This design comes from an exercise in tuning for small area and a short achievable clock period on the open sky130 flow, not from production work.
Only simulation tests tie the RTL to the original design; equivalence was not proved.
No activity file was given, so power comes from the tool's default toggle rates.

== north ==
Design alu_unit, start of the top module:
module alu_unit
#(
  parameter int unsigned WIDTH = 32
) (
  input  logic               clk,
  input  logic               rst_n,
  input  logic               in_valid,
  input  logic [WIDTH-1:0]   rs,
  input  logic [WIDTH-1:0]   rt,
  input  logic [alu_pkg::CTRL_W-1:0]  ctrl,
  input  logic [alu_pkg::SHAMT_W-1:0] sa,
  input  logic               div_signed,
  output logic               out_valid,
  output logic [WIDTH-1:0]   rd,
  output logic               overflow,
  output logic [WIDTH-1:0]   quotient,
  output logic [WIDTH-1:0]   remainder
);
For scale: roughly 6,900 cells after synthesis, roughly 650 flip-flops, roughly 180 I/O pins, roughly 47,000 um2 of cells after synthesis.
clock: 100.0 ns
lec_check: 0
abc_area: 1
cap_margin: 50
core_margin: 2
core_utilization: 70
cts_buf_list: sky130_fd_sc_hd__clkbuf_16
cts_cluster_diameter: 100
cts_cluster_size: 30
slew_margin: 70
standard.sh (not shown) runs the stock make flow with config.mk's settings and CLKGATE_MAP_FILE= SYNTH_SCRIPT=/design/flow/synth_recipe.tcl, a recipe that flattens the netlist after the stock synthesis.
==> flow/flow/run.sh <==
#!/bin/bash
# The standard layout with two changes to how the layout is made:
#  1. Synthesis is standard.sh's own (ORFS synthesis through synth_recipe.tcl,
#     ABC_AREA=1 from config.mk), except that ABC's area script runs two rounds
#     of "dch; map -D 13500": every combinational path gets a required time of
#     13.5 ns in ABC's delay model (the pipeline stages' target), and ABC
#     recovers area up to it. SCRIPTS_DIR points at a copy of ORFS's scripts in which only
#     abc_area.script differs (flow/abc_area.script). Registers are untouched.
#  2. The port buffers that global placement inserts are buf_2 cells instead of
#     the cell the resizer picks by default (a delay buffer).
# ORFS keeps each step's log under orfs/logs/; make's own output goes to
# synth_make.log and layout_make.log in this folder.
set -euo pipefail
rm -rf orfs_scripts
cp -r "$FLOW_HOME/scripts" orfs_scripts
cp flow/abc_area.script orfs_scripts/abc_area.script
bash standard.sh "SCRIPTS_DIR=$PWD/orfs_scripts" synth > synth_make.log 2>&1
bash standard.sh "BUFFER_PORTS_ARGS=-buffer_cell sky130_fd_sc_hd__buf_2" finish > layout_make.log 2>&1
==> flow/flow/abc_area.script <==
strash
dch
map -D 13500
strash
dch
map -D 13500
topo
stime -c
buffer -c
upsize -c
dnsize -c
north was carried through to the last stage, and its layout satisfied the timing, design-rule and antenna checks.
--- input diff north..south ---
-- flow/flow/run.sh --
<<< north, line 4
#     ABC_AREA=1 from config.mk), except that ABC's area script runs two rounds
#     of "dch; map -D 13500": every combinational path gets a required time of
#     13.5 ns in ABC's delay model (the pipeline stages' target), and ABC
#     recovers area up to it. SCRIPTS_DIR points at a copy of ORFS's scripts in which only
>>> south, line 4
#     ABC_AREA=1 from config.mk), except that ABC's area script maps with
#     "map -D 13500": every combinational path gets a required time of 13.5 ns
#     in ABC's delay model (the pipeline stages' target), and ABC recovers area
#     up to it. SCRIPTS_DIR points at a copy of ORFS's scripts in which only
-- flow/flow/abc_area.script --
<<< north, line 1
strash
dch
map -D 13500
>>> south, line 1
==> summary.txt <==
south: PASS, flow complete, no timing, DRC or antenna violations. south against north: fraction of the cycle the final worst path needs decreased by 0.18 points relative to the old numbers, via count increased by 1,033 relative to the old numbers, detailed-route vias per instance closely matched the old numbers, post-synthesis average cell area decreased by about 1.2% relative to the old numbers, number of placed instances, taps included increased by 198 relative to the old numbers. north → south: critical-path maximum fanout went up 1; area growth from synthesis to final layout went down 0.65 points; worst setup slack went up 0.18 ns; total power went down 0.69%. Re area after synthesis: north and south aren't equal, and the lower value belongs to north.
[inputs] east vs south
# south
export LEC_CHECK = 0
export ABC_AREA = 1
export CAP_MARGIN = 50
export CORE_MARGIN = 2
export CORE_UTILIZATION = 70
export CTS_BUF_LIST = sky130_fd_sc_hd__clkbuf_16
export CTS_CLUSTER_DIAMETER = 100
export CTS_CLUSTER_SIZE = 30
export SLEW_MARGIN = 70
create_clock -name core_clock -period 100.0 [get_ports {clk}]
# east
export LEC_CHECK = 0
export ABC_AREA = 1
export CAP_MARGIN = 50
export CORE_MARGIN = 2
export CORE_UTILIZATION = 70
export CTS_BUF_LIST = sky130_fd_sc_hd__clkbuf_16
export CTS_CLUSTER_DIAMETER = 100
export CTS_CLUSTER_SIZE = 25
export SLEW_MARGIN = 70
create_clock -name core_clock -period 100.0 [get_ports {clk}]
-- flow/flow/run.sh --
<<< south, line 4
#     ABC_AREA=1 from config.mk), except that ABC's area script maps with
#     "map -D 13500": every combinational path gets a required time of 13.5 ns
#     in ABC's delay model (the pipeline stages' target), and ABC recovers area
#     up to it. SCRIPTS_DIR points at a copy of ORFS's scripts in which only
>>> east, line 4
#     ABC_AREA=1 from config.mk), except that ABC's area script runs two rounds
#     of "dch; map -D 13000": every combinational path gets a required time of
#     13 ns in ABC's delay model (the pipeline stages' target), and ABC
#     recovers area up to it. SCRIPTS_DIR points at a copy of ORFS's scripts in which only
-- flow/flow/abc_area.script --
<<< south, line 3
map -D 13500
>>> east, line 3
map -D 13000
strash
dch
map -D 13000
--- outcome ---
- Compared with south, east shows a proportion of power drawn by the clock network that is 3.0 points higher.
- The run showing the greater placer's final routability congestion estimate is east.
- Post-synthesis compound-gate area fraction: south vs east — no meaningful difference
- In east the area growth from synthesis to layout turned out 2.5 points higher than in south.
- The area enclosed by the die boundary of east falls short of that of south by 1700 um2.
- east gives more total power than south did.
- Per the comparison of east with south, cell area essentially unchanged, utilization went up.
diff inputs: east => west
# east
export LEC_CHECK = 0
export ABC_AREA = 1
export CAP_MARGIN = 50
export CORE_MARGIN = 2
export CORE_UTILIZATION = 70
export CTS_BUF_LIST = sky130_fd_sc_hd__clkbuf_16
export CTS_CLUSTER_DIAMETER = 100
export CTS_CLUSTER_SIZE = 25
export SLEW_MARGIN = 70
create_clock -name core_clock -period 100.0 [get_ports {clk}]
# west
export LEC_CHECK = 0
export ABC_AREA = 1
export CAP_MARGIN = 50
export CORE_MARGIN = 2
export CORE_UTILIZATION = 70
export CTS_BUF_LIST = sky130_fd_sc_hd__clkbuf_16
export CTS_CLUSTER_DIAMETER = 100
export CTS_CLUSTER_SIZE = 30
export SLEW_MARGIN = 70
create_clock -name core_clock -period 100.0 [get_ports {clk}]
==> flow/flow/run.sh <==
#!/bin/bash
# The standard layout (standard synthesis included), with one change: the
# port buffers that global placement inserts are plain sky130 buf_2 cells
# instead of the cell the resizer picks by default (a delay buffer).
# ORFS keeps each step's log under orfs/logs/; make's own output goes to
# layout_make.log in this folder.
set -euo pipefail
bash standard.sh "BUFFER_PORTS_ARGS=-buffer_cell sky130_fd_sc_hd__buf_2" finish > layout_make.log 2>&1
removed: flow/flow/abc_area.script
[summary]
- west ended up with a lower total via count in the routed design than east did.
- west against east: sequential power neither gained nor lost much; switching power of the nets moved down; overall die width did not really move; power decreased by about 7% relative to the old numbers.
The inputs of middle differ from those of west as listed below.
==> flow/flow/run.sh <==
#!/bin/bash
# The standard layout with two changes to how the layout is made:
#  1. Synthesis is standard.sh's own (ORFS synthesis through synth_recipe.tcl,
#     ABC_AREA=1 from config.mk), except that ABC's area script runs two rounds
#     of "dch; map -D 13000": every combinational path gets a required time of
#     13 ns in ABC's delay model (the pipeline stages' target), and ABC
#     recovers area up to it. SCRIPTS_DIR points at a copy of ORFS's scripts in which only
#     abc_area.script differs (flow/abc_area.script). Registers are untouched.
#  2. The port buffers that global placement inserts are buf_2 cells instead of
#     the cell the resizer picks by default (a delay buffer).
# ORFS keeps each step's log under orfs/logs/; make's own output goes to
# synth_make.log and layout_make.log in this folder.
set -euo pipefail
rm -rf orfs_scripts
cp -r "$FLOW_HOME/scripts" orfs_scripts
cp flow/abc_area.script orfs_scripts/abc_area.script
bash standard.sh "SCRIPTS_DIR=$PWD/orfs_scripts" synth > synth_make.log 2>&1
bash standard.sh "BUFFER_PORTS_ARGS=-buffer_cell sky130_fd_sc_hd__buf_2" finish > layout_make.log 2>&1
==> flow/flow/abc_area.script (new file) <==
strash
dch
map -D 13000
strash
dch
map -D 13000
topo
stime -c
buffer -c
upsize -c
dnsize -c
Results
Number of setup violations in the final report: west vs middle identical. Comparing non-clock buffer instance count of the final layout for middle and west, the bigger number came from middle. On growth of design area from synthesis to finish, the higher figure sits with middle, not west.

## what the ideal ports hide
How much do the figures lean on ideal ports? The routed layouts below were timed once more, with nothing changed but the port constraints. Step 1 sets driving cells, clkbuf_16 on the clock port and buf_2 on the other inputs (assumed; they add their load-dependent delay and slew). Step 2, shift: input delay + t, output delay - t, t = (earliest + latest rising clock arrival at the registers) / 2. This alone moves slack from input paths to output paths. Slacks: ideal ports / drivers / drivers and shift; pairs: ideal ports / drivers.
| run | t, ns | setup WS [ns] | worst register clock-pin slew, ns | worst data-port slew with drivers (ns) | pins driven straight from the clock port |
|---|---|---|---|---|---|
| north | 0.716 | 78.520 / 78.453 / 78.870 | 0.12 / 0.12 | 0.05 | 1 |
| south | 0.712 | 78.701 / 78.630 / 79.103 | 0.12 / 0.12 | 0.04 | 1 |
| east | 0.665 | 78.609 / 78.541 / 78.955 | 0.10 / 0.10 | 0.05 | 1 |
| west | 0.708 | 78.660 / 78.660 / 78.660 | 0.11 / 0.11 | 0.04 | 1 |
| middle | 0.730 | 78.530 / 78.459 / 78.961 | 0.12 / 0.12 | 0.05 | 1 |
After both steps every run listed still meets setup and hold.
